From an optimization exercise on the open Yosys and OpenROAD flow, aimed at small area, a short achievable clock period and few clock cycles per item; shortcuts taken in it are not production practice. RTL that was checked went through simulation tests only; none was proved equivalent to the original. For runs 4 and 5, only the layout was checked, not whether the RTL still works. Power and IR drop assume default switching activity.

==> flow/design.v <==
`timescale 1ns/100ps
package gomoku_pkg;
    typedef enum logic [1:0] {
        EMPTY = 2'b00,
        BLACK = 2'b01,   
        WHITE = 2'b10    
    } cell_t;
    typedef union packed {
        struct packed {
            logic [32-2*4-1:0] rsvd;
            logic [4-1:0]           row;   
            logic [4-1:0]           col;
        } move;                                     
        struct packed {
            logic [32-3:0] rsvd;
            logic               new_game;
            logic               pass;
        } ctrl;                                     
    } reg_word_u;
    typedef struct packed {
        logic [16:0] rsvd;
        logic [8:0]  move_count;   
        logic        last_ok;      
        cell_t       winner;
        cell_t       turn;
        logic        busy;         
    } status_t;
endpackage
`timescale 1ns/100ps
module gomoku_regs (
    input  logic                      clock,
    input  logic                      rst,
    input  logic [5-1:0]        awaddr,
    input  logic                      awvalid,
    output logic                      awready,
    input  logic [32-1:0]        wdata,
    input  logic                      wvalid,
    output logic                      wready,
    output logic                      bvalid,
    output logic [1:0]                bresp,
    input  logic                      bready,
    input  logic [5-1:0]        araddr,
    input  logic                      arvalid,
    output logic                      arready,
    output logic                      rvalid,
    output logic [32-1:0]        rdata,
    output logic [1:0]                rresp,
    input  logic                      rready,
    input  gomoku_pkg::cell_t         pt,         
    input  logic                      five,
    output logic                      clear,        
    output logic                      wr_en,        
    output logic                      diag,
    output logic [3:0][4:0]    s1,
    output logic                      neg1,
    output logic [3:0][4:0]    s2,
    output logic [15:0][1:0]          lo1,
    output logic [15:0][1:0]          lo2,
    output logic                      top2,
    output logic [4-1:0]       pick_row,     
    output logic [4-1:0]       last_row,
    output logic [4-1:0]       last_col,
    output logic                      white,        
    output logic                      won
);
    gomoku_pkg::reg_word_u wv;
    logic                  ready;
    logic                  wr_fire;
    logic                  ar_fire;
    logic                  mv_fire;
    logic                  sel_fire;
    logic                  ng_fire;
    logic                  pass_fire;
    logic                  lines;       
    logic                  placed;      
    logic                  five_hv;
    logic                  last_ok;
    logic [8:0]            move_count;
    logic [4-1:0]   cell_row;
    logic [4-1:0]   cell_col;
    logic                  rsel_st;     
    logic [14:0]           rd_q;
    logic [8:0]            count_nx;
    gomoku_pkg::cell_t     cell_q;
    logic [4:0]     sum;
    logic [4:0]     dif;
    assign wv = wdata;
    assign awready = ready;
    assign wready  = ready;
    assign bresp   = 2'b00;
    assign arready = !rvalid;
    assign rresp   = 2'b00;
    assign wr_fire   = awvalid && wvalid && ready;
    assign ar_fire   = arvalid && !rvalid;
    assign mv_fire   = wr_fire && awaddr == 5'h00;
    assign sel_fire  = wr_fire && awaddr == 5'h08;
    assign ng_fire   = wr_fire && awaddr == 5'h04 && wv.ctrl.new_game;
    assign pass_fire = wr_fire && awaddr == 5'h04 && wv.ctrl.pass && !wv.ctrl.new_game;
    assign sum = {1'b0, last_row} + {1'b0, last_col};
    assign dif = {1'b0, last_col} - {1'b0, last_row};
    assign pick_row = lines ? last_row : cell_row;
    assign wr_en    = placed;
    always_ff @(posedge clock) begin
        if (rst) begin
            ready  <= 1'b1;
            bvalid <= 1'b0;
            rvalid <= 1'b0;
            lines  <= 1'b0;
            diag   <= 1'b0;
        end else begin
            ready  <= !wr_fire && !(bvalid && !bready) && !lines;
            bvalid <= wr_fire || (bvalid && !bready);
            rvalid <= ar_fire || (rvalid && !rready);
            lines  <= mv_fire;
            diag   <= lines;
        end
    end
    always_ff @(posedge clock) begin
        clear <= rst || ng_fire;
    end
    always_ff @(posedge clock) begin
        if (rst) begin
            last_row <= '0;
            last_col <= '0;
            cell_row <= '0;
            cell_col <= '0;
        end else begin
            if (mv_fire) begin
                last_row <= wv.move.row;
                last_col <= wv.move.col;
            end
            if (sel_fire) begin
                cell_row <= wv.move.row;
                cell_col <= wv.move.col;
            end
        end
    end
    always_ff @(posedge clock) begin
        for (int q = 0; q < 4; q++) begin
            if (rst) begin
                s1[q] <= '0;
            end else if (mv_fire || sel_fire) begin
                s1[q] <= {1'b0, wv.move.col};
            end else if (lines) begin
                s1[q] <= {1'b0, dif[4-1:0]} + (4+1)'(q);
            end else begin
                s1[q] <= {1'b0, cell_col};
            end
            if (mv_fire) begin
                s2[q] <= {1'b0, wv.move.row};
            end else begin
                s2[q] <= {1'b0, sum[4-1:0]} - (4+1)'(q);
            end
        end
        neg1 <= dif[4];
    end
    always_ff @(posedge clock) begin
        for (int i = 0; i < 16; i++) begin
            if (rst) begin
                lo1[i] <= 2'(i / 4);
            end else if (mv_fire || sel_fire) begin
                lo1[i] <= wv.move.col[1:0] ^ 2'(i / 4);
            end else if (lines) begin
                lo1[i] <= (dif[1:0] + 2'(i % 4)) ^ 2'(i / 4);
            end else begin
                lo1[i] <= cell_col[1:0] ^ 2'(i / 4);
            end
            if (mv_fire) begin
                lo2[i] <= wv.move.row[1:0] ^ 2'(i / 4);
            end else begin
                lo2[i] <= (sum[1:0] - 2'(i % 4)) ^ 2'(i / 4);
            end
        end
        top2 <= sum[4];
    end
    always_ff @(posedge clock) begin
        if (rst) begin
            placed <= 1'b0;
        end else begin
            placed <= lines && pt == gomoku_pkg::EMPTY && !won;
        end
        five_hv <= five;   
    end
    assign count_nx = move_count + 9'(placed);
    always_ff @(posedge clock) begin
        if (rst || ng_fire) begin
            white      <= 1'b0;
            won        <= 1'b0;
            last_ok    <= 1'b0;
            move_count <= '0;
        end else begin
            if (diag) begin
                last_ok <= placed;
            end
            move_count <= count_nx;
            if (placed) begin
                if (five_hv || five) begin
                    won <= 1'b1;   
                end else begin
                    white <= !white;
                end
            end
            if (pass_fire && !won) begin
                white <= !white;
            end
        end
    end
    always_ff @(posedge clock) begin
        cell_q <= (rst || clear) ? gomoku_pkg::EMPTY : pt;
        if (!rvalid) begin
            rsel_st <= araddr == 5'h0C;
            case (araddr)
                5'h00:     rd_q <= {7'b0, last_row, last_col};
                5'h08: rd_q <= {7'b0, cell_row, cell_col};
                5'h0C:   rd_q <= {count_nx, diag ? placed : last_ok, 5'b0};
                5'h10:     rd_q <= {13'b0, cell_q};
                default:       rd_q <= '0;
            endcase
        end
    end
    assign rdata = {17'b0, rd_q[14:5],
                    rd_q[4:1] | {4{rsel_st}} & {won && white, won && !white, white, !white},
                    rd_q[0]};
endmodule
`timescale 1ns/100ps
module board_store (
    input  logic                                   clock,
    input  logic                                   clear,       
    input  logic                                   wr_en,       
    input  logic [4-1:0]                    wr_row,
    input  logic [4-1:0]                    wr_col,
    input  logic                                   wr_white,
    input  logic [16-1:0][1:0]             lo1,    
    input  logic [16-1:0][1:0]             hi1,
    input  logic [16-1:0][1:0]             lo2,    
    input  logic [16-1:0][1:0]             hi2,
    output logic [16-1:0]                  p1_b,
    output logic [16-1:0]                  p1_w,
    output logic [16-1:0]                  p2_b,
    output logic [16-1:0]                  p2_w
);
    logic [16-1:0][16-1:0] bl;   
    logic [16-1:0][16-1:0] wh;
    logic [16-1:0]                 row_b;
    logic [16-1:0]                 row_w;
    logic [16-1:0]                 col_hit;
    always_comb begin
        for (int i = 0; i < 16; i++) begin
            row_b[i]   = wr_en && !wr_white && wr_row == 4'(i);
            row_w[i]   = wr_en && wr_white && wr_row == 4'(i);
            col_hit[i] = wr_col == 4'(i);
        end
    end
    always_ff @(posedge clock) begin
        for (int i = 0; i < 16; i++) begin
            for (int j = 0; j < 16; j++) begin
                bl[i][j] <= !clear && (bl[i][j] || (row_b[i] && col_hit[j]));
                wh[i][j] <= !clear && (wh[i][j] || (row_w[i] && col_hit[j]));
            end
        end
    end
    logic [16-1:0][16-1:0] r1b;
    logic [16-1:0][16-1:0] r1w;
    logic [16-1:0][16-1:0] r2b;
    logic [16-1:0][16-1:0] r2w;
    for (genvar i = 0; i < 16; i++) begin : g_port
        for (genvar x = 0; x < 16; x++) begin : g_in
            localparam int Y = (x / 4) * 4 + ((x % 4) ^ (i / 4));
            assign r1b[i][x] = bl[i][Y];
            assign r1w[i][x] = wh[i][Y];
            assign r2b[i][x] = bl[Y][i];
            assign r2w[i][x] = wh[Y][i];
        end
        assign p1_b[i] = r1b[i][{hi1[i], lo1[i]}];
        assign p1_w[i] = r1w[i][{hi1[i], lo1[i]}];
        assign p2_b[i] = r2b[i][{hi2[i], lo2[i]}];
        assign p2_w[i] = r2w[i][{hi2[i], lo2[i]}];
    end
endmodule
`timescale 1ns/100ps
module win_checker (
    input  logic                                   diag,       
    input  logic [3:0][4:0]                 s1,         
    input  logic                                   neg1,       
    input  logic [3:0][4:0]                 s2,         
    input  logic                                   top2,       
    input  logic [4-1:0]                    row,        
    input  logic [4-1:0]                    col,
    input  logic                                   white,      
    input  logic [16-1:0]                  p1_b,
    input  logic [16-1:0]                  p1_w,
    input  logic [16-1:0]                  p2_b,
    input  logic [16-1:0]                  p2_w,
    output logic [16-1:0][1:0]             hi1,
    output logic [16-1:0][1:0]             hi2,
    output logic                                   five
);
    logic [16-1:0] ok1;
    logic [16-1:0] ok2;
    function automatic logic [2:0] add_m(input logic [2:0] t, input int m);
        case (m)
            0: add_m = {t[2], t[1], t[0]};
            1: add_m = {t[2] || (t[1] && t[0]), t[1] ^ t[0], !t[0]};
            2: add_m = {t[2] || t[1], !t[1], t[0]};
            default: add_m = {t[2] || t[1] || t[0], !(t[1] ^ t[0]), !t[0]};
        endcase
    endfunction
    function automatic logic [2:0] sub_m(input logic [2:0] t, input int m);
        case (m)
            0: sub_m = {t[2], t[1], t[0]};
            1: sub_m = {t[2] || (!t[1] && !t[0]), !(t[1] ^ t[0]), !t[0]};
            2: sub_m = {t[2] || !t[1], !t[1], t[0]};
            default: sub_m = {t[2] || !(t[1] && t[0]), t[1] ^ t[0], !t[0]};
        endcase
    endfunction
    always_comb begin
        for (int i = 0; i < 16; i++) begin
            logic [2:0] h1;
            logic [2:0] h2;
            h1 = add_m(s1[i % 4][4:2], i / 4);
            h2 = sub_m(s2[i % 4][4:2], i / 4);
            hi1[i] = diag ? h1[1:0] : s1[i % 4][3:2];
            hi2[i] = diag ? h2[1:0] : s2[i % 4][3:2];
            ok1[i] = !diag || h1[2] == neg1;
            ok2[i] = !diag || h2[2] == top2;
        end
    end
    logic [16-1:0] line1_b;
    logic [16-1:0] line1_w;
    logic [16-1:0] line2_b;
    logic [16-1:0] line2_w;
    logic                  five_b;
    logic                  five_w;
    always_comb begin
        for (int i = 0; i < 16; i++) begin
            line1_b[i] = (ok1[i] && p1_b[i]) || row == 4'(i);
            line1_w[i] = (ok1[i] && p1_w[i]) || row == 4'(i);
            line2_b[i] = (ok2[i] && p2_b[i]) || col == 4'(i);
            line2_w[i] = (ok2[i] && p2_w[i]) || col == 4'(i);
        end
    end
    always_comb begin
        five_b = 1'b0;
        five_w = 1'b0;
        for (int s = 0; s + 5 <= 16; s++) begin
            five_b = five_b || &line1_b[s+:5] || &line2_b[s+:5];
            five_w = five_w || &line1_w[s+:5] || &line2_w[s+:5];
        end
    end
    assign five = white ? five_w : five_b;
endmodule
`timescale 1ns/100ps
module status_display (
    input  logic                clock,
    input  logic                rst,
    input  logic [4-1:0] last_row,
    input  logic [4-1:0] last_col,
    input  logic                white,    
    input  logic                won,
    output logic [6:0]          hex0,     
    output logic [6:0]          hex1,     
    output logic [7:0]          ledr,
    output logic [7:0]          ledg
);
    localparam logic [16*7-1:0] SEGS = {
        7'b0001110, 7'b0000110, 7'b0100001, 7'b1000110,    
        7'b0000011, 7'b0001000, 7'b0010000, 7'b0000000,    
        7'b1111000, 7'b0000010, 7'b0010010, 7'b0011001,    
        7'b0110000, 7'b0100100, 7'b1111001, 7'b1000000};   
    always_ff @(posedge clock) begin
        if (rst) begin
            hex1 <= SEGS[6:0];
            hex0 <= SEGS[6:0];
        end else begin
            hex1 <= SEGS[7*last_row +: 7];
            hex0 <= SEGS[7*last_col +: 7];
        end
    end
    assign ledr = {won && !white, 6'b0, !won && !white};
    assign ledg = {!won && white, 6'b0, won && white};
endmodule
`timescale 1ns/100ps
module gomoku_top (
    input  logic               clock,
    input  logic               rst,
    input  logic [5-1:0] awaddr,
    input  logic               awvalid,
    output logic               awready,
    input  logic [32-1:0] wdata,
    input  logic               wvalid,
    output logic               wready,
    output logic               bvalid,
    output logic [1:0]         bresp,
    input  logic               bready,
    input  logic [5-1:0] araddr,
    input  logic               arvalid,
    output logic               arready,
    output logic               rvalid,
    output logic [32-1:0] rdata,
    output logic [1:0]         rresp,
    input  logic               rready,
    output logic [6:0]         hex0,
    output logic [6:0]         hex1,
    output logic [7:0]         ledr,
    output logic [7:0]         ledg
);
    logic                                 clear;
    logic                                 wr_en;
    logic                                 diag;
    logic [3:0][4:0]               s1;
    logic [3:0][4:0]               s2;
    logic                                 neg1;
    logic                                 top2;
    logic [4-1:0]                  pick_row;
    logic [4-1:0]                  last_row;
    logic [4-1:0]                  last_col;
    logic                                 white;
    logic                                 won;
    logic                                 five;
    gomoku_pkg::cell_t                    pt;
    logic [16-1:0][1:0]           lo1;
    logic [16-1:0][1:0]           lo2;
    logic [16-1:0][1:0]           hi1;
    logic [16-1:0][1:0]           hi2;
    logic [16-1:0]                p1_b;
    logic [16-1:0]                p1_w;
    logic [16-1:0]                p2_b;
    logic [16-1:0]                p2_w;
    assign pt = gomoku_pkg::cell_t'({p1_w[pick_row], p1_b[pick_row]});
    gomoku_regs u_regs (
        .clock, .rst,
        .awaddr, .awvalid, .awready, .wdata, .wvalid, .wready,
        .bvalid, .bresp, .bready,
        .araddr, .arvalid, .arready, .rvalid, .rdata, .rresp, .rready,
        .pt, .five, .clear, .wr_en, .diag, .s1, .neg1, .s2, .top2, .lo1, .lo2,
        .pick_row, .last_row, .last_col, .white, .won
    );
    board_store u_board (
        .clock, .clear, .wr_en,
        .wr_row (last_row),
        .wr_col (last_col),
        .wr_white (white),
        .lo1, .hi1, .lo2, .hi2, .p1_b, .p1_w, .p2_b, .p2_w
    );
    win_checker u_check (
        .diag, .s1, .neg1, .s2, .top2,
        .row (last_row),
        .col (last_col),
        .white, .p1_b, .p1_w, .p2_b, .p2_w,
        .hi1, .hi2, .five
    );
    status_display u_disp (
        .clock, .rst,
        .last_row, .last_col, .white, .won, .hex0, .hex1, .ledr, .ledg
    );
endmodule
==> flow/run.sh <==
#!/bin/bash
# synth_recipe.tcl (not shown) runs the flow's synth.tcl, then flattens the netlist and writes it again
# the make line also repeats each setting of config.mk as NAME=value (left out here)
make -C /OpenROAD-flow-scripts/flow DESIGN_CONFIG=/design/flow/config.mk WORK_HOME=/design/flow/orfs CLKGATE_MAP_FILE= SYNTH_SCRIPT=/design/flow/synth_recipe.tcl finish
==> flow/config.mk <==
export PLATFORM = sky130hd
export DESIGN_NAME = gomoku_top
export DESIGN_NICKNAME = gomoku_top
export VERILOG_FILES = /design/flow/design.v
export SDC_FILE = /design/flow/constraint.sdc
export NUM_CORES = 4
export LEC_CHECK = 0
export ABC_CLOCK_PERIOD_IN_PS = 3000
export CAP_MARGIN = 20
export CORE_MARGIN = 2
export CORE_UTILIZATION = 30
export CTS_BUF_LIST = sky130_fd_sc_hd__clkbuf_16
export CTS_CLUSTER_DIAMETER = 80
export CTS_CLUSTER_SIZE = 25
export PLACE_DENSITY = 0.8
export SETUP_SLACK_MARGIN = 4.8
export SLEW_MARGIN = 20
export TNS_END_PERCENT = 25
==> flow/constraint.sdc <==
create_clock -name core_clock -period 8.0 [get_ports {clock}]
set_input_delay 1.6000 -clock core_clock [delete_from_list [all_inputs] [get_ports {clock}]]
set_output_delay 1.6000 -clock core_clock [all_outputs]
set_load 0.01 [all_outputs]
==> results of run 1 <==
## state kept, by name, summed over array words and instances, names as in the netlist, 7 cells and up
signal             cells
u_regs.lo2            12
u_regs.s2             11
u_board.wh           256
u_disp.hex1            7
u_regs.move_count      9
u_board.bl           256
u_regs.s1             11
u_regs.lo1            12
u_regs.rd_q           15
u_disp.hex0            7
## kinds of logic after synthesis
| kind of cell | synth area share, % |
|---|---|
| buf+inv | 5.242 |
| compound gates | 13.67 |
| mux | 23.30 |
| simple gates | 13.55 |
| xor+xnor | 1.876 |
| fa+ha+maj | 1.915 |
| other cells | 0.01191 |
| flops | 40.44 |
## synth_stat cells (8+ instances only)
cell type  count
xor2_1        27
and2_1        26
clkbuf_1     213
and3_1        10
mux2i_1      105
o21ai_0       41
nand2_1      187
ha_1          45
nor3_1        24
o211ai_1      16
nand3_1       49
nand2b_1      11
or3_1         11
dfxtp_1      612
buf_4         50
nor2_1       638
a211oi_1      19
a31oi_1       14
mux4_2       268
a21oi_1      601
xnor2_1       23
edfxtp_1      16
a21boi_0       8
o21bai_1       8
mux2_2        21
inv_1         42
nor2b_1       20
buf_2         46
a21o_1        10
## how the worst max path moves through the flow
stage / depth (start not counted) / startpoint / endpoint / slack [ns]
2_1_floorplan: 7 / awaddr[1] / u_regs.won / 4.79
3_5_place_dp: 7 / awvalid / u_regs.last_row[2] / 3.56
3_3_place_gp: 7 / awvalid / u_regs.last_row[2] / 3.64
4_1_cts: 3 / u_regs.white / ledr[7] / 4.59
6_report: 9 / u_regs.lo2[29] / u_regs.won / 4.64
5_1_grt: 11 / u_regs.last_row[1] / u_regs.won / 4.63
## what timing repair did
item | in CTS | in global routing
buffers inserted | 37 | 4
pin swaps | 7 | 2
cloned | 0 | 0
gates resized for setup | 142 | 30
endpoints found under the hold margin | 0 | 0
endpoints found under the setup margin | 65 | 51
## per-layer routing
layer	track usage (%)	vias up	part of all wire, %
met1	26.05	13020	35
met5	0	-	0.11
met2	30.50	2197	42
li1	-	11470	-
met4	14.87	22	8.7
met3	6.606	489	15
## cells in the final DEF, fill, tap and decap left out, types with 21 or more instances in the layout
cell type,count
nand2_1,186
inv_1,40
buf_4,67
mux2i_1,91
dfxtp_1,572
nand3_1,49
conb_1,33
nor2_1,614
nor2_2,23
mux4_2,268
ha_1,43
o21ai_0,39
clkdlybuf4s50_1,52
clkbuf_16,31
xor2_1,24
a21oi_1,598
dfxtp_2,23
and2_1,24
xnor2_1,21
## worst max-delay path, cell delays in order (launching register included)
cell and delay, ns:
dfxtp_2 0.93, mux4_2 0.44, mux2i_1 0.33, nor2_1 0.08, nor3_1 0.46, a311oi_1 0.23, a31oi_1 0.19, and4_4 0.29
nor2_2 0.05, o31a_1 0.23
## through the flow
step / setup slack, ns / total power, mW / instances
CTS: 4.587 / 5.133 / 4586
floorplan: 4.794 / 3.346 / 3327
detailed placement: 3.563 / 3.392 / 4508
global route: 4.627 / 5.261 / 4590
global placement: 3.644 / 3.391 / 4507
finish: 4.643 / 5.139 / 4591
## power by group
part	internal (mW)	switching [mW]	leakage, nW
clock network	0.748	1.06	0.443
logic	0.0593	0.113	6.73
registers	3.14	0.0198	5.12
## cell type report
type                       count  area (sq um)
fill                       10200         68810
multi-input combinational   2333         17690
sequential                   628         12820
tap                         1380          1727
timing repair buffer         161          1652
clock buffer                  31         775.7
inverter                      47         191.4
clock inverter                10         121.4
antenna                        1         2.502
==> notes.md, run 1 <==
MaxCap Viol Count=0; Mean Syn Cell Area=9.555 sq um; Seq/Total Area, Yosys=40.44%; Max Slew Vio Count=0; r2r endpoint=u_regs.won; # clock sinks=628; post-DR vias/cell=5.923; Horiz. Die Dim=328.0 um; Area Growth Syn to Fin=11.10%; DR iter-0 viols=4722; Total Wirelength=116800 um; Fin Hold WS=0.4943 ns; Ys Warns=4; first-pass GRT wire length=168800 um; Distinct cells, synth=80; # port buffers=62; Initial Util=30.33%; Critical Path Fanout Max=16; cell count after synthesis=3295; cts hold-fix bufs=0; worst-case vdd ir drop=163.1 uV; clk latency of the worst-skew pair=0.66 ns; DR WL/cell=25.44 um; DRC=0; CTS Root Cell=clkbuf_16; total track usage=20.89%; minimum clock period=3.357 ns; Hold Path Origin=u_board.bl[142]; fmax=0.2979 GHz; Worst-Margin Slew=1.227 ns; mapped cell area=31490 sq um; RSZ-0062 raised after global routing=yes; Post-synth EDFFs=16; DRT Pass-1 Iters=7; R2R depth=9; Async S/R FF share, synth=0%; Pwr Density=146.9 nW/um^2; Worst Path Class, Setup=reg -> reg; via count=27190; num ports=120; Startpoint Class=flip-flop; critical path required time=8.56 ns; share of cells above drive strength 1=17.69%; Finished Cell Area=34980 sq um; clk slew on worst S/H paths=0.10 ns; number of core rows=118; Num CTS Buffers=31; Final setup viols=0; Core Footprint=103800 sq um; die height=328.0 um; Post-synth top flop=dfxtp_1; die area=107600 sq um; largest net degree at the start of global routing=205; Worst Hold Path EP=u_board.bl[142]; GP Congestion=1.055; HPWL reported at the end of detailed placement=79400 um; #FFs+latches synth=628; Total Nets Final=3298; Core Util, Final=33.70%; CTS Buffer Depth=3; gr ovfl total=0; final hold vios=0; Final period util=41.96%; status=timing/DRC/antenna clean; max_slew headroom=15.86%; TritonCTS clock tree=done; Hold Crit Depth=2; RR Startpoint=u_regs.lo2[29]; Routed Antenna Nets=0; Yosys top cell area share=38.91%; worst hold path class=reg -> reg; Clock Skew=0.02957 ns; H-tree depth=1; vias in the first global route=25230; top post-synthesis cells by area=dfxtp_1 39%, mux4_2 19%, a21oi_1 9.6%, nor2_1 7.6%, mux2i_1 3.3%; Critical Path Sink Type=flip-flop; CP arrival=3.92 ns; P_leak=12.30 nW; Area after DPL=32990 sq um; cell taking the most area after synthesis=dfxtp_1; initial antenna violation count=11; worst reg-to-reg setup slack=4.64 ns; Final TNS setup=0 ns
Testbench counts, summed over its fixed seeds: cycles 17,312, moves 3,200.
==> run 2, diff against run 1 <==
--- a/flow/config.mk
+++ b/flow/config.mk
@@ -5,7 +5,7 @@
 export SDC_FILE = /design/flow/constraint.sdc
 export NUM_CORES = 4
 export LEC_CHECK = 0
-export ABC_CLOCK_PERIOD_IN_PS = 3000
+export ABC_CLOCK_PERIOD_IN_PS = 2500
 export CAP_MARGIN = 20
 export CORE_MARGIN = 2
 export CORE_UTILIZATION = 30
==> run 2 against run 1 <==
Still clean. Cell count is the same. Clock skew is the same. Flip-flop and latch count is the same. Synthesized cell count is the same. Critical path depth is the same. Non-clock buffer count is the same. Via count is the same. Combinational power is essentially flat. Critical endpoint unchanged.
==> notes.md, run 2 <==
RSZ-0062 raised after global routing=yes; clk slew on worst S/H paths=0.10 ns; CP Cell Sequence=mux4_2, mux2i_1, nor2_1, nor3_1, a311oi_1, a31oi_1, and4_4, nor2_2, o31a_1; Switching Share=23.18%; WP depth=9; CP max-delay cell=dfxtp_2; DRC=0; most common cell after layout, fill and taps aside=nor2_1; DR iter-0 viols=4722; final hold vios=0; num ports=120; share of cells above drive strength 1=17.69%; gr ovfl total=0; internal power=3.948 mW; Gate power share=3.4%; cell count after synthesis=3295; Critical Path Fanout Max=16; Fin Hold WS=0.4943 ns; Pwr Density=146.9 nW/um^2; Post-synth top flop=dfxtp_1; Yosys top cell area share=38.91%; RR Startpoint=u_regs.lo2[29]; Clock Skew=0.02957 ns; most frequent cells in the layout=614 x nor2_1, 598 x a21oi_1, 572 x dfxtp_1, 268 x mux4_2, 186 x nand2_1; worst-case vdd ir drop=163.1 uV; largest net degree at the start of global routing=205; DRT Pass-1 Iters=7; Top delay family on crit path=flip-flops; CP arrival=3.92 ns; Horiz. Die Dim=328.0 um; first-pass GRT wire length=168800 um; Initial Util=30.33%; simple-gate area share of the yosys netlist=13.55%; fmax=0.2979 GHz; P_leak=12.30 nW; status=timing/DRC/antenna clean; mapped cell area=31490 sq um; end point of the critical path=u_regs.won; Distinct cells, synth=80; clk latency of the worst-skew pair=0.66 ns; worst hold path class=reg -> reg; total track usage=20.89%; via count=27190; Clk pwr share=35.1%; r2r endpoint=u_regs.won; cts hold-fix bufs=0; Startpoint Class=flip-flop; Worst-Margin Slew=1.227 ns; Async S/R FF share, synth=0%; critical path required time=8.56 ns; most frequent cell after synthesis=nor2_1; CTS Root Cell=clkbuf_16; Core Footprint=103800 sq um; CP peak stage delay=0.93 ns; Psw=1.191 mW; H-tree depth=1; Max Slew Vio Count=0; Routed Antenna Nets=0; Critical Path Sink Type=flip-flop; CTS Buffer Depth=3; Post-synth EDFFs=16; adder-cell share of the synthesized area=1.915%; total power=5.139 mW; Final TNS setup=0 ns; Area Growth Syn to Fin=11.10%; top post-synthesis cells by area=dfxtp_1 39%, mux4_2 19%, a21oi_1 9.6%, nor2_1 7.6%, mux2i_1 3.3%; Compound-Gate Fraction of Synth Area=13.67%; post-synthesis mux area share=23.30%; # port buffers=62; die area=107600 sq um; Ys Warns=4; minimum clock period=3.357 ns; Final setup viols=0; DR WL/cell=25.44 um; cell taking the most area after synthesis=dfxtp_1; CP startpoint=u_regs.lo2[29]; GP Congestion=1.055; Num CTS Buffers=31; Buffers & Inverters on Critical Path=0; R2R depth=9; Worst Path Class, Setup=reg -> reg; Mean Syn Cell Area=9.555 sq um; post-DR vias/cell=5.923; Total Wirelength=116800 um; Seq/Total Area, Yosys=40.44%; worst reg-to-reg setup slack=4.64 ns; #FFs+latches synth=628; HPWL reported at the end of detailed placement=79400 um; top post-synthesis cells by count=638 x nor2_1, 612 x dfxtp_1, 601 x a21oi_1, 268 x mux4_2, 213 x clkbuf_1; Total Nets Final=3298; # clock sinks=628; largest family of logic cells by synthesized area=multiplexers; Final period util=41.96%; number of core rows=118; die height=328.0 um; initial antenna violation count=11; MaxCap Viol Count=0; Synth Area in XOR/XNOR=1.876%; max_slew headroom=15.86%; leading registers by flop count=u_board.bl x256, u_board.wh x256, u_regs.rd_q x15; vias in the first global route=25230; TritonCTS clock tree=done; Flop pwr share=61.5%
==> run 2: cell counts in the layout (fill, tap and decap cells not counted) <==
Identical to the previous run, type by type.
==> run 2: layout make-up <==
class	instances	area (sq um)
fillers	10200	68810
multi-input cells	2333	17690
flip-flops and latches	628	12820
well taps	1380	1727
repair buffers	161	1652
clock buffers	31	775.7
inverters	47	191.4
clock inverters	10	121.4
diodes	1	2.502
==> run 2: logic make-up (layout without fill, tap and decap cells) <==
kind of cell    Yosys count  in the layout
other cells               1             34
flops                   628            628
xor+xnor                 58             58
compound gates          784            784
buf+inv                 366            249
mux                     395            395
simple gates           1016           1016
fa+ha+maj                47             47
==> run 2: routing by layer <==
| metal | vias to the layer above | global-route usage [%] | part of all wire (%) |
|---|---|---|---|
| met1 | 13020 | 26.05 | 35 |
| li1 | 11470 | - | - |
| met2 | 2197 | 30.50 | 42 |
| met3 | 489 | 6.606 | 15 |
| met5 | - | 0 | 0.11 |
| met4 | 22 | 14.87 | 8.7 |
==> run 2: power groups by stage <==
| stage | Clock, mW | Combinational (mW) | Sequential [mW] |
|---|---|---|---|
| detailed placement | 0 | 0.154 | 3.24 |
| floorplan | 0 | 0.123 | 3.22 |
| CTS | 1.81 | 0.166 | 3.16 |
| finish | 1.81 | 0.173 | 3.16 |
| global placement | 0 | 0.153 | 3.24 |
| global route | 1.92 | 0.182 | 3.16 |
==> run 2: worst min-delay path: cells and delay by family (launching register included) <==
kind	cells	cell delay [ns]
AOI/OAI and AO/OA	1	0.05
and+or+nand+nor	1	0.07
DFF	1	0.35
==> run 2: repair_timing <==
item | in CTS | in global routing
pin swaps | 7 | 2
gates resized for setup | 142 | 30
buffers inserted | 37 | 4
endpoints found under the setup margin | 65 | 51
==> run 2: worst min-delay path by stage <==
stage	start	end	slack, ns	cells after the start
global route	u_board.wh[176]	u_board.wh[176]	0.51	2
detailed placement	u_board.bl[91]	u_board.bl[91]	0.47	2
global placement	u_board.bl[239]	u_board.bl[239]	0.46	2
floorplan	u_board.bl[161]	u_board.bl[161]	0.45	2
finish	u_board.bl[142]	u_board.bl[142]	0.49	2
CTS	u_board.bl[142]	u_board.bl[142]	0.50	2
==> run 2: metrics by stage <==
stage                     cells  util [%]  worst slack, ns  area (sq um)
after floorplan            3327         -            4.794         31610
after global placement     4507     31.73            3.644         32940
after detailed placement   4508     31.78            3.563         32990
after CTS                  4586     33.54            4.587         34810
after global routing       4590     33.70            4.627         34980
final                      4591     33.70            4.643         34980
==> run 3, diff against run 2 <==
--- a/flow/config.mk
+++ b/flow/config.mk
@@ -5,7 +5,7 @@
 export SDC_FILE = /design/flow/constraint.sdc
 export NUM_CORES = 4
 export LEC_CHECK = 0
-export ABC_CLOCK_PERIOD_IN_PS = 2500
+export ABC_CLOCK_PERIOD_IN_PS = 3000
 export CAP_MARGIN = 20
 export CORE_MARGIN = 2
 export CORE_UTILIZATION = 30
@@ -15,4 +15,4 @@
 export PLACE_DENSITY = 0.8
 export SETUP_SLACK_MARGIN = 4.8
 export SLEW_MARGIN = 20
-export TNS_END_PERCENT = 25
+export TNS_END_PERCENT = 35
==> run 3 against run 2 <==
Die area stayed put. Combinational power hardly changed. Utilization hardly changed. Power hardly changed. Worst setup slack worse by 0.0020 ns. Critical path depth is 3 higher. Register-to-register slack hardly changed. Global-route usage stayed put. Flip-flop and latch count stayed put. Clock skew is 0.0016 ns higher. Largest power group unchanged. Highest routed layer unchanged.
==> notes.md, run 3 <==
Routed Antenna Nets=0; Num CTS Buffers=31; mapped cell area=31490 sq um; Mean Syn Cell Area=9.555 sq um; Critical Path Sink Type=flip-flop; clk slew on worst S/H paths=0.10 ns; Area after DPL=32990 sq um; Area Growth Syn to Fin=11.10%; gr ovfl total=0; Psw=1.194 mW; TritonCTS clock tree=done; worst hold path class=reg -> reg; Final period util=41.99%; Yosys top cell area share=38.91%; DRT Pass-1 Iters=9; num ports=120; # port buffers=62; Worst Hold Path EP=u_board.bl[142]; RR Startpoint=u_regs.s1[12]; cts hold-fix bufs=0; vias in the first global route=25230; Finished Cell Area=34980 sq um; top post-synthesis cells by count=638 x nor2_1, 612 x dfxtp_1, 601 x a21oi_1, 268 x mux4_2, 213 x clkbuf_1; Post-synth top flop=dfxtp_1; Seq/Total Area, Yosys=40.44%; Clock Skew=0.03113 ns; number of core rows=118; Pwr Density=147.0 nW/um^2; CP peak stage delay=0.43 ns; max_slew headroom=17.90%; minimum clock period=3.359 ns; final hold vios=0; die area=107600 sq um; Hold Path Origin=u_board.bl[142]; H-tree depth=1; largest net degree at the start of global routing=205; Distinct cells, synth=80; Initial Util=30.33%; most frequent cells in the layout=614 x nor2_1, 598 x a21oi_1, 572 x dfxtp_1, 268 x mux4_2, 186 x nand2_1; CP arrival=3.92 ns; GP Congestion=1.055; Worst Path Class, Setup=reg -> reg; Horiz. Die Dim=328.0 um; Gate power share=3.4%; cell count after synthesis=3295; Critical Path Fanout Max=24; total power=5.142 mW; via count=27270; total track usage=20.89%; leading registers by flop count=u_board.bl x256, u_board.wh x256, u_regs.rd_q x15; CTS Buffer Depth=3; Max Slew Vio Count=0; RSZ-0062 raised after global routing=yes; status=timing/DRC/antenna clean; die height=328.0 um; R2R depth=12; Core Footprint=103800 sq um; post-DR vias/cell=5.940; cell taking the most area after synthesis=dfxtp_1; Async S/R FF share, synth=0%; # clock sinks=628; Startpoint Class=flip-flop; worst reg-to-reg setup slack=4.64 ns; CP max-delay cell=a222oi_1; most common cell after layout, fill and taps aside=nor2_1; top post-synthesis cells by area=dfxtp_1 39%, mux4_2 19%, a21oi_1 9.6%, nor2_1 7.6%, mux2i_1 3.3%; fmax=0.2977 GHz; Final TNS setup=0 ns; Flop pwr share=61.5%; first-pass GRT wire length=168800 um; clk latency of the worst-skew pair=0.66 ns; most frequent cell after synthesis=nor2_1; Worst-Margin Slew=1.197 ns; r2r endpoint=u_regs.won; Total Wirelength=116900 um; CTS Root Cell=clkbuf_16; critical path required time=8.56 ns; #FFs+latches synth=628; internal power=3.948 mW; CP startpoint=u_regs.s1[12]; DR iter-0 viols=4727; Switching Share=23.22%; share of cells above drive strength 1=17.73%; MaxCap Viol Count=0; DR WL/cell=25.46 um; P_leak=12.30 nW; initial antenna violation count=11; Ys Warns=4; Post-synth EDFFs=16; Total Nets Final=3298; DRC=0; Clk pwr share=35.2%; Hold Crit Depth=2; worst-case vdd ir drop=163.4 uV; Final setup viols=0; CP Cell Sequence=buf_8, xor2_4, buf_12, buf_4, mux2i_2, o221ai_1, a222oi_1, a311oi_2, a31oi_1, and4_4, nor2_2, o31a_1; HPWL reported at the end of detailed placement=79400 um
## run 3: final cells by class
class,count,area (sq um)
Antenna cell,1,2.502
Clock buffer,31,775.7
Timing Repair Buffer,161,1648
Tap cell,1380,1727
Clock inverter,10,121.4
Sequential cell,628,12820
Multi-Input combinational cell,2333,17690
Fill cell,10200,68810
Inverter,47,191.4
## run 3: metrics by stage
| step | util (%) | instances | setup WS, ns | hold slack, ns |
|---|---|---|---|---|
| CTS | 33.54 | 4586 | 4.587 | 0.4959 |
| global placement | 31.73 | 4507 | 3.644 | 0.4604 |
| finish | 33.70 | 4591 | 4.641 | 0.4943 |
| floorplan | - | 3327 | 4.794 | 0.4476 |
| global route | 33.70 | 4590 | 4.627 | 0.5107 |
| detailed placement | 31.78 | 4508 | 3.563 | 0.4728 |
## run 3: metal layers
metal / part of all wire, % / vias to the layer above / global-route usage, %
met5: 0.11 / - / 0
met4: 8.7 / 22 / 14.87
met3: 15 / 485 / 6.606
met2: 42 / 2226 / 30.50
met1: 35 / 13070 / 26.05
li1: - / 11470 / -
## run 3: repair_timing
action	in CTS	in global routing
buffers inserted	37	4
cloned	0	0
setup endpoints to repair	65	51
pin swaps	7	2
gates resized for setup	142	33
## run 3: kinds of logic after synthesis
| family | Yosys count | synth area share [%] |
|---|---|---|
| compound gates | 784 | 13.67 |
| xor+xnor | 58 | 1.876 |
| fa+ha+maj | 47 | 1.915 |
| buf+inv | 366 | 5.242 |
| flops | 628 | 40.44 |
| mux | 395 | 23.30 |
| other cells | 1 | 0.01191 |
| simple gates | 1016 | 13.55 |
## run 3: worst max-delay path by stage
stage	endpoint	slack [ns]
after floorplan	u_regs.won	4.79
after global routing	u_regs.won	4.63
after global placement	u_regs.last_row[2]	3.64
after detailed placement	u_regs.last_row[2]	3.56
final	u_regs.won	4.64
after CTS	ledr[7]	4.59
## run 3: worst max-delay path, delay by kind of cell, from the launching register on
| family | cells | cell delay (ns) |
|---|---|---|
| multiplexers | 1 | 0.38 |
| XOR/XNOR | 1 | 0.19 |
| AO/OA/AOI/OAI | 5 | 1.30 |
| AND/OR/NAND/NOR | 2 | 0.34 |
| buffers and inverters | 3 | 0.62 |
| flip-flops | 1 | 0.37 |
## run 3: power groups by stage
stage	Sequential, mW	Combinational (mW)	Clock (mW)
finish	3.16	0.173	1.81
global route	3.16	0.182	1.92
detailed placement	3.24	0.154	0
floorplan	3.22	0.123	0
global placement	3.24	0.153	0
CTS	3.16	0.166	1.81
==> run 4, diff against run 3 <==
--- a/flow/design.v
+++ b/flow/design.v
@@ -96,8 +96,12 @@
     assign sel_fire  = wr_fire && awaddr == 5'h08;
     assign ng_fire   = wr_fire && awaddr == 5'h04 && wv.ctrl.new_game;
     assign pass_fire = wr_fire && awaddr == 5'h04 && wv.ctrl.pass && !wv.ctrl.new_game;
-    assign sum = {1'b0, last_row} + {1'b0, last_col};
-    assign dif = {1'b0, last_col} - {1'b0, last_row};
+    always_ff @(posedge clock) begin
+        if (mv_fire) begin
+            sum <= {1'b0, wv.move.row} + {1'b0, wv.move.col};
+            dif <= {1'b0, wv.move.col} - {1'b0, wv.move.row};
+        end
+    end
     assign pick_row = lines ? last_row : cell_row;
     assign wr_en    = placed;
     always_ff @(posedge clock) begin
--- a/flow/config.mk
+++ b/flow/config.mk
@@ -12,7 +12,6 @@
 export CTS_BUF_LIST = sky130_fd_sc_hd__clkbuf_16
 export CTS_CLUSTER_DIAMETER = 80
 export CTS_CLUSTER_SIZE = 25
-export PLACE_DENSITY = 0.8
-export SETUP_SLACK_MARGIN = 4.8
+export SETUP_SLACK_MARGIN = 5
 export SLEW_MARGIN = 20
-export TNS_END_PERCENT = 35
+export TNS_END_PERCENT = 25
==> run 4 against run 3 <==
Synthesized cell count up 0.27%. Count of clock-buffer cells in the layout up 6. Wire length up 16%. Flip-flop and latch count up 9. Critical endpoint unchanged. Highest routed layer unchanged.
==> notes.md, run 4 <==
post-DR vias/cell=5.923; Final TNS setup=0 ns; vias in the first global route=25700; MaxCap Viol Count=0; WL met1=53270 um; final hold vios=0; status=timing/DRC/antenna clean; Worst Path Class, Setup=reg -> reg; Post-synth top flop=dfxtp_1; cts hold-fix bufs=0; Finished Layout Cells=4714; Distinct cells, synth=76; die height=330.3 um; Post-synth EDFFs=25; Mean Syn Cell Area=9.670 sq um; Num CTS Buffers=35; via count=27920; DR WL/cell=28.69 um; top post-synthesis cells by area=dfxtp_1 38%, mux4_2 19%, a21oi_1 9.4%, nor2_1 7.5%, mux2i_1 2.8%; CP arrival=3.97 ns; Total Wirelength=135200 um; Critical Path Sink Type=flip-flop; DRT Pass-1 Iters=19; number of instances in the placed design=4552; CP max-delay cell=a2111oi_0; largest net degree at the start of global routing=224; # fillers=10720; Async S/R FF share, synth=0%; # port buffers=62; TritonCTS clock tree=done; #FFs+latches synth=637; Area after DPL=33680 sq um; worst-case vdd ir drop=131.8 uV; clk slew on worst S/H paths=0.10 ns; RSZ-0062 raised after global routing=yes; H-tree depth=2; area of the multi-input gates=17900 sq um; top post-synthesis cells by count=638 x nor2_1, 612 x dfxtp_1, 601 x a21oi_1, 270 x mux4_2, 208 x clkbuf_1; critical path required time=8.52 ns; most frequent cells in the layout=622 x nor2_1, 593 x a21oi_1, 581 x dfxtp_1, 272 x mux4_2; Area Growth Syn to Fin=15.15%; share of cells above drive strength 1=21.36%; CTS Root Cell=clkbuf_16; Ys Warns=4; Top delay family on crit path=compound AO/OA/AOI/OAI gates; DR iter-0 viols=4028; cell count after synthesis=3304; met3 WL=17230 um; Total Nets Final=3396; worst hold path class=reg -> reg; Final period util=43.18%; minimum clock period=3.455 ns; Max Slew Vio Count=0; total track usage=24.16%; number of core rows=119; DR top layer=met5; gr ovfl total=0; Yosys top cell area share=38.35%; Seq/Total Area, Yosys=40.70%; Critical Path Fanout Max=13; leading registers by flop count=u_board.bl x256, u_board.wh x256, u_regs.rd_q x15; die area=109100 sq um; GP Congestion=1.039; CTS Buffer Depth=3; clk latency of the worst-skew pair=0.59 ns; initial antenna violation count=14; Initial Util=30.31%; Routed Antenna Nets=0; Horiz. Die Dim=330.3 um; CP Cell Sequence=buf_8, mux2i_1, and3_1, a2111oi_0, a31oi_1, o21ai_0, o41ai_1, a211o_1, nand4_1, buf_6, and2_1, o21ai_2, a21oi_1; CP peak stage delay=0.62 ns; Reg area=13090 sq um; Worst-Margin Slew=1.135 ns; Core Util, Final=34.90%; mapped cell area=31950 sq um; max_slew headroom=24.36%; DRC=0; cell taking the most area after synthesis=dfxtp_1; Startpoint Class=flip-flop; Final setup viols=0; Pwr Density=148.1 nW/um^2; Finished Cell Area=36790 sq um; Clock Skew=0.01932 ns; # clock sinks=637; first-pass GRT wire length=190500 um; Buffers & Inverters on Critical Path=2; most common cell after layout, fill and taps aside=nor2_1; HPWL reported at the end of detailed placement=90660 um; num ports=120; fmax=0.2895 GHz; P_leak=13.11 nW; Core Footprint=105400 sq um; most frequent cell after synthesis=nor2_1; WL met2=57810 um
-- run 4: cell count changes after synthesis, moves of 10 or more --
cell      previous run  this run
nand2_1            187       125
mux2i_1            105        89
o21ai_0             41        63
inv_1               42        65
nand2b_1            11        21
buf_1                7        17
-- run 4: kinds of logic (layout without fill, tap and decap cells) --
family                   after synthesis  count (layout)  share of synthesized area, %
flip-flops                           637             637                         40.70
multiplexers                         396             396                         23.45
AO/OA/AOI/OAI                        827             827                         14.37
XOR/XNOR                              56              56                         1.629
adder cells (fa/ha/maj)               46              46                         1.848
buffers and inverters                395             376                         5.545
AND/OR/NAND/NOR                      946             949                         12.45
other                                  1              36                       0.01174
-- run 4: metrics by stage --
stage	total power, mW	setup WS [ns]	hold WS (ns)
6_report	5.450	4.545	0.3721
5_1_grt	5.596	4.492	0.3856
4_1_cts	5.470	4.681	0.3779
3_5_place_dp	3.448	3.575	0.3367
3_3_place_gp	3.447	3.602	0.3464
2_1_floorplan	3.398	4.881	0.3233
-- run 4: path summary, 6_finish.rpt --
path / startpoint / end / slack, ns / cells after the start
worst max register to register: u_regs.lo2[11] / u_regs.won / 4.55 / 13
worst min-delay path: u_regs.dif[4] / u_regs.neg1 / 0.37 / 0
worst min register to register: u_regs.dif[4] / u_regs.neg1 / 0.37 / 0
worst max-delay path: u_regs.lo2[11] / u_regs.won / 4.55 / 13
-- run 4: worst reg2reg max path: stages, from the launching register on --
cell,delay [ns]
dfxtp_4,0.58
buf_8,0.28
mux2i_1,0.25
and3_1,0.25
a2111oi_0,0.62
a31oi_1,0.16
o21ai_0,0.19
o41ai_1,0.11
a211o_1,0.35
nand4_1,0.12
buf_6,0.14
and2_1,0.17
o21ai_2,0.05
a21oi_1,0.13
-- run 4: power breakdown --
part | leakage [nW] | internal (mW) | switching (mW)
clock network | 0.562 | 0.906 | 1.15
registers | 5.21 | 3.19 | 0.0169
logic | 7.34 | 0.0626 | 0.120
-- run 4: layout make-up --
class	instances	share of cell area (%)
inverters	68	0.7618
clock inverters	19	0.5441
flip-flops and latches	637	35.58
repair buffers	250	7.152
clock buffers	37	2.517
repair inverters	2	0.03401
diodes	3	0.02040
multi-input cells	2307	48.67
well taps	1391	4.730
-- run 4: routing by layer --
metal	GRT usage (%)	vias up
met5	0	-
met4	10.17	10
met3	6.576	334
met2	36.12	1916
met1	32.84	13900
li1	-	11760
-- run 4: repair_timing --
item | CTS | global route
endpoints found under the setup margin | 127 | 97
pin swaps | 35 | 15
cloned | 11 | 0
resized for setup | 256 | 36
buffers inserted | 89 | 3
==> run 5, diff against run 4 <==
--- a/flow/design.v
+++ b/flow/design.v
@@ -51,6 +51,7 @@
     output logic                      clear,        
     output logic                      wr_en,        
     output logic                      diag,
+    output logic                      placed,       
     output logic [3:0][4:0]    s1,
     output logic                      neg1,
     output logic [3:0][4:0]    s2,
@@ -72,7 +73,6 @@
     logic                  ng_fire;
     logic                  pass_fire;
     logic                  lines;       
-    logic                  placed;      
     logic                  five_hv;
     logic                  last_ok;
     logic [8:0]            move_count;
@@ -96,12 +96,8 @@
     assign sel_fire  = wr_fire && awaddr == 5'h08;
     assign ng_fire   = wr_fire && awaddr == 5'h04 && wv.ctrl.new_game;
     assign pass_fire = wr_fire && awaddr == 5'h04 && wv.ctrl.pass && !wv.ctrl.new_game;
-    always_ff @(posedge clock) begin
-        if (mv_fire) begin
-            sum <= {1'b0, wv.move.row} + {1'b0, wv.move.col};
-            dif <= {1'b0, wv.move.col} - {1'b0, wv.move.row};
-        end
-    end
+    assign sum = {1'b0, last_row} + {1'b0, last_col};
+    assign dif = {1'b0, last_col} - {1'b0, last_row};
     assign pick_row = lines ? last_row : cell_row;
     assign wr_en    = placed;
     always_ff @(posedge clock) begin
@@ -197,12 +193,11 @@
                 last_ok <= placed;
             end
             move_count <= count_nx;
-            if (placed) begin
-                if (five_hv || five) begin
-                    won <= 1'b1;   
-                end else begin
-                    white <= !white;
-                end
+            if (diag && (five || (placed && five_hv))) begin
+                won <= 1'b1;   
+            end
+            if (placed && !five_hv && !five) begin
+                white <= !white;
             end
             if (pass_fire && !won) begin
                 white <= !white;
@@ -291,6 +286,7 @@
     input  logic [4-1:0]                    row,        
     input  logic [4-1:0]                    col,
     input  logic                                   white,      
+    input  logic                                   placed,     
     input  logic [16-1:0]                  p1_b,
     input  logic [16-1:0]                  p1_w,
     input  logic [16-1:0]                  p2_b,
@@ -329,6 +325,8 @@
             ok2[i] = !diag || h2[2] == top2;
         end
     end
+    logic ctr;
+    assign ctr = !diag || placed;
     logic [16-1:0] line1_b;
     logic [16-1:0] line1_w;
     logic [16-1:0] line2_b;
@@ -337,10 +335,10 @@
     logic                  five_w;
     always_comb begin
         for (int i = 0; i < 16; i++) begin
-            line1_b[i] = (ok1[i] && p1_b[i]) || row == 4'(i);
-            line1_w[i] = (ok1[i] && p1_w[i]) || row == 4'(i);
-            line2_b[i] = (ok2[i] && p2_b[i]) || col == 4'(i);
-            line2_w[i] = (ok2[i] && p2_w[i]) || col == 4'(i);
+            line1_b[i] = (ok1[i] && p1_b[i]) || (ctr && row == 4'(i));
+            line1_w[i] = (ok1[i] && p1_w[i]) || (ctr && row == 4'(i));
+            line2_b[i] = (ok2[i] && p2_b[i]) || (ctr && col == 4'(i));
+            line2_w[i] = (ok2[i] && p2_w[i]) || (ctr && col == 4'(i));
         end
     end
     always_comb begin
@@ -411,6 +409,7 @@
     logic                                 clear;
     logic                                 wr_en;
     logic                                 diag;
+    logic                                 placed;
     logic [3:0][4:0]               s1;
     logic [3:0][4:0]               s2;
     logic                                 neg1;
@@ -436,7 +435,7 @@
         .awaddr, .awvalid, .awready, .wdata, .wvalid, .wready,
         .bvalid, .bresp, .bready,
         .araddr, .arvalid, .arready, .rvalid, .rdata, .rresp, .rready,
-        .pt, .five, .clear, .wr_en, .diag, .s1, .neg1, .s2, .top2, .lo1, .lo2,
+        .pt, .five, .clear, .wr_en, .diag, .placed, .s1, .neg1, .s2, .top2, .lo1, .lo2,
         .pick_row, .last_row, .last_col, .white, .won
     );
     board_store u_board (
@@ -450,7 +449,7 @@
         .diag, .s1, .neg1, .s2, .top2,
         .row (last_row),
         .col (last_col),
-        .white, .p1_b, .p1_w, .p2_b, .p2_w,
+        .white, .placed, .p1_b, .p1_w, .p2_b, .p2_w,
         .hi1, .hi2, .five
     );
     status_display u_disp (
--- a/flow/config.mk
+++ b/flow/config.mk
@@ -12,6 +12,7 @@
 export CTS_BUF_LIST = sky130_fd_sc_hd__clkbuf_16
 export CTS_CLUSTER_DIAMETER = 80
 export CTS_CLUSTER_SIZE = 25
-export SETUP_SLACK_MARGIN = 5
+export PLACE_DENSITY = 0.8
+export SETUP_SLACK_MARGIN = 4.8
 export SLEW_MARGIN = 20
 export TNS_END_PERCENT = 25
==> run 5 against run 4 <==
Fmax decreased by 0.62%. Worst setup slack got worse by 0.022 ns. Clock power decreased by 11%. Combinational power decreased by 2%. Sequential power decreased by 2%. Die area decreased by 0.53%. Wire length decreased by 8.7%. Flip-flop and latch count decreased by 9. Count of clock-buffer cells in the layout decreased by 5. First-iteration DRC count increased by 28%. Highest routed layer unchanged.
==> notes.md, run 5 <==
Distinct cells, synth=84; CTS Buffer Depth=3; Initial Util=30.23%; Total Wirelength=123400 um; Startpoint Class=flip-flop; R2R depth=13; Hold Path Origin=u_board.bl[159]; via count=28170; RSZ-0062 raised after global routing=yes; TritonCTS clock tree=done; max_slew headroom=18.27%; top post-synthesis cells by count=646 x nor2_1, 612 x dfxtp_1, 596 x a21oi_1, 263 x mux4_2, 203 x clkbuf_1; die height=329.5 um; cell taking the most area after synthesis=dfxtp_1; top post-synthesis cells by area=dfxtp_1 39%, mux4_2 19%, a21oi_1 9.4%, nor2_1 7.6%, mux2i_1 3.9%; cts hold-fix bufs=0; Post-synth EDFFs=16; Max Slew Vio Count=0; Worst Path Class, Setup=reg -> reg; first-pass GRT wire length=176400 um; total track usage=21.84%; DR iter-0 viols=5140; gr ovfl total=0; Mean Syn Cell Area=9.616 sq um; fmax=0.2877 GHz; Final TNS setup=0 ns; Num CTS Buffers=31; Post-synth top flop=dfxtp_1; most common cell after layout, fill and taps aside=nor2_1; Area after DPL=33300 sq um; DR WL/cell=26.55 um; Core Footprint=105100 sq um; die area=108600 sq um; total power=5.163 mW; Area Growth Syn to Fin=12.46%; worst reg-to-reg setup slack=4.52 ns; Core Util, Final=34.00%; critical path required time=8.54 ns; final hold vios=0; # clock sinks=628; CTS Root Cell=clkbuf_16; cell count after synthesis=3305; num ports=120; Final period util=43.45%; leading registers by flop count=u_board.bl x256, u_board.wh x256, u_regs.rd_q x15; Async S/R FF share, synth=0%; Reg area=12820 sq um; Hold Crit Depth=2; worst hold path class=reg -> reg; clk slew on worst S/H paths=0.10 ns; most frequent cells in the layout=621 x nor2_1, 593 x a21oi_1, 576 x dfxtp_1, 263 x mux4_2, 134 x nand2_1; worst slack, placed=3.425 ns; DRC=0; Worst Hold Path EP=u_board.bl[159]; Total Nets Final=3340; HPWL reported at the end of detailed placement=83030 um; H-tree depth=1; vias in the first global route=25890; largest net degree at the start of global routing=241; number of core rows=119; Pwr Density=144.5 nW/um^2; MaxCap Viol Count=0; GP Congestion=1.109; Worst-Margin Slew=1.226 ns; # port buffers=62; r2r endpoint=u_regs.white; clk latency of the worst-skew pair=0.67 ns; RR Startpoint=u_regs.diag; area of the multi-input gates=17900 sq um; mapped cell area=31780 sq um; DRT Pass-1 Iters=7; # fillers=10460; Horiz. Die Dim=329.5 um; Finished Cell Area=35740 sq um; share of cells above drive strength 1=18.94%; most frequent cell after synthesis=nor2_1; Critical Path Fanout Max=11; worst-case vdd ir drop=180.2 uV; Final WS setup=4.524 ns; post-DR vias/cell=6.059; Ys Warns=4; #FFs+latches synth=628; Final setup viols=0; Yosys top cell area share=38.55%; minimum clock period=3.476 ns; P_leak=13.01 nW; initial antenna violation count=8; Routed Antenna Nets=0; Clock Skew=0.03594 ns; CP arrival=4.02 ns; status=timing/DRC/antenna clean; Seq/Total Area, Yosys=40.06%; Critical Path Sink Type=flip-flop
==> run 5: changes by cell type after synthesis, sizes merged, moves of 10 or more <==
cell / delta
inv: -14
mux2i: +36
mux4: -12
nand2: +11
a211oi: -10
==> run 5: worst max-delay path by stage <==
| stage | slack, ns | cells after the start | start | end |
|---|---|---|---|---|
| finish | 4.52 | 13 | u_regs.diag | u_regs.white |
| detailed placement | 3.43 | 12 | u_regs.diag | u_regs.white |
| global placement | 3.47 | 12 | u_regs.diag | u_regs.white |
| floorplan | 4.83 | 13 | u_regs.s2[7] | u_regs.white |
| global route | 4.50 | 13 | u_regs.diag | u_regs.white |
| CTS | 4.57 | 2 | u_regs.rsel_st | rdata[4] |
==> run 5: kinds of logic (layout without fill, tap and decap cells) <==
kind of cell,count (synthesis),in the layout,share of synthesized area (%)
and+or+nand+nor,966,966,12.76
AOI/OAI and AO/OA,811,811,14.22
DFF,628,628,40.06
muxes,423,423,23.91
buffers and inverters,377,293,5.492
xor gates and xnor gates,53,53,1.673
adders and majority gates,46,46,1.858
other,1,38,0.01180
==> run 5: routing by layer <==
metal	global-route usage [%]	wire length, um
met5	0	30
met1	27.68	43360
met4	14.38	10690
met2	31.84	50870
met3	7.003	18460
==> run 5: cell type report <==
type,count,area share (%)
repair buffers,198,6.028
clock inverters,9,0.2661
flip-flops and latches,628,35.88
clock buffers,32,2.241
inverters,54,0.6021
well taps,1391,4.870
diodes,5,0.03501
multi-input cells,2332,50.08
==> run 5: worst max-delay path, cell delays in order (launching register included) <==
cell and delay (ns):
dfxtp_4 0.44, buf_12 0.20, xor2_2 0.13, buf_4 0.28, mux4_2 0.38, mux2i_2 0.37
o211ai_1 0.25, o2111ai_1 0.22, nor2_2 0.13, nor4b_4 0.33, nand3_2 0.19, a21oi_2 0.22
or3_1 0.14, a21oi_1 0.06
==> run 5: through the flow <==
stage	hold WS [ns]	instances
2_1_floorplan	0.4451	3337
3_3_place_gp	0.4599	4534
3_5_place_dp	0.4735	4536
4_1_cts	0.4978	4625
5_1_grt	0.5232	4644
6_report	0.4997	4649
==> run 5: repair_timing <==
action | 4_1_cts | 5_1_grt
gates cloned | 5 | 1
resized for setup | 162 | 37
endpoints found under the setup margin | 52 | 54
pin swaps | 13 | 7
setup buffers | 43 | 18
==> run 5: power by group <==
group          leakage [nW]  internal (mW)  switching (mW)
Clock                 0.447          0.739            1.09
Combinational          7.44         0.0607           0.117
Sequential             5.12           3.14          0.0196

-- afterwards: timing with drivers on the ports --
No port has a modelled driver above. Below, the same layouts with a new extraction and two added sets of constraints.
Step 1 (the two cells are an assumption about what drives the block):
set clk [get_ports {clock}]
set_driving_cell -lib_cell sky130_fd_sc_hd__clkbuf_16 $clk
set_driving_cell -lib_cell sky130_fd_sc_hd__buf_2 [delete_from_list [all_inputs] $clk]
Step 2 adds t to the input delays and takes it off the output delays; t is the mean of the earliest and latest rising clock arrival at the registers after step 1. Input paths then give back, and output paths get back, about the clock's delay inside the block.
a / b / c = ideal ports / drivers / drivers and shift; a / b = the first two.
| run | t, ns | setup slack, ns | hold WS [ns] | worst setup path after step 2 | worst slew at a driven data input, ns |
|---|---|---|---|---|---|
| run 1 | 0.714 | 4.643 / 4.620 / 4.068 | 0.494 / 0.494 / 0.494 | input to register | 0.04 |
| run 2 | 0.714 | 4.643 / 4.620 / 4.068 | 0.494 / 0.494 / 0.494 | input to register | 0.04 |
| run 3 | 0.714 | 4.641 / 4.618 / 4.098 | 0.494 / 0.494 / 0.494 | input to register | 0.04 |
| run 4 | 0.649 | 4.545 / 4.545 / 4.219 | 0.372 / 0.372 / 0.372 | input to register | 0.04 |
| run 5 | 0.715 | 4.524 / 4.524 / 3.975 | 0.500 / 0.500 / 0.500 | input to register | 0.06 |
After both steps every run listed still meets setup and hold.
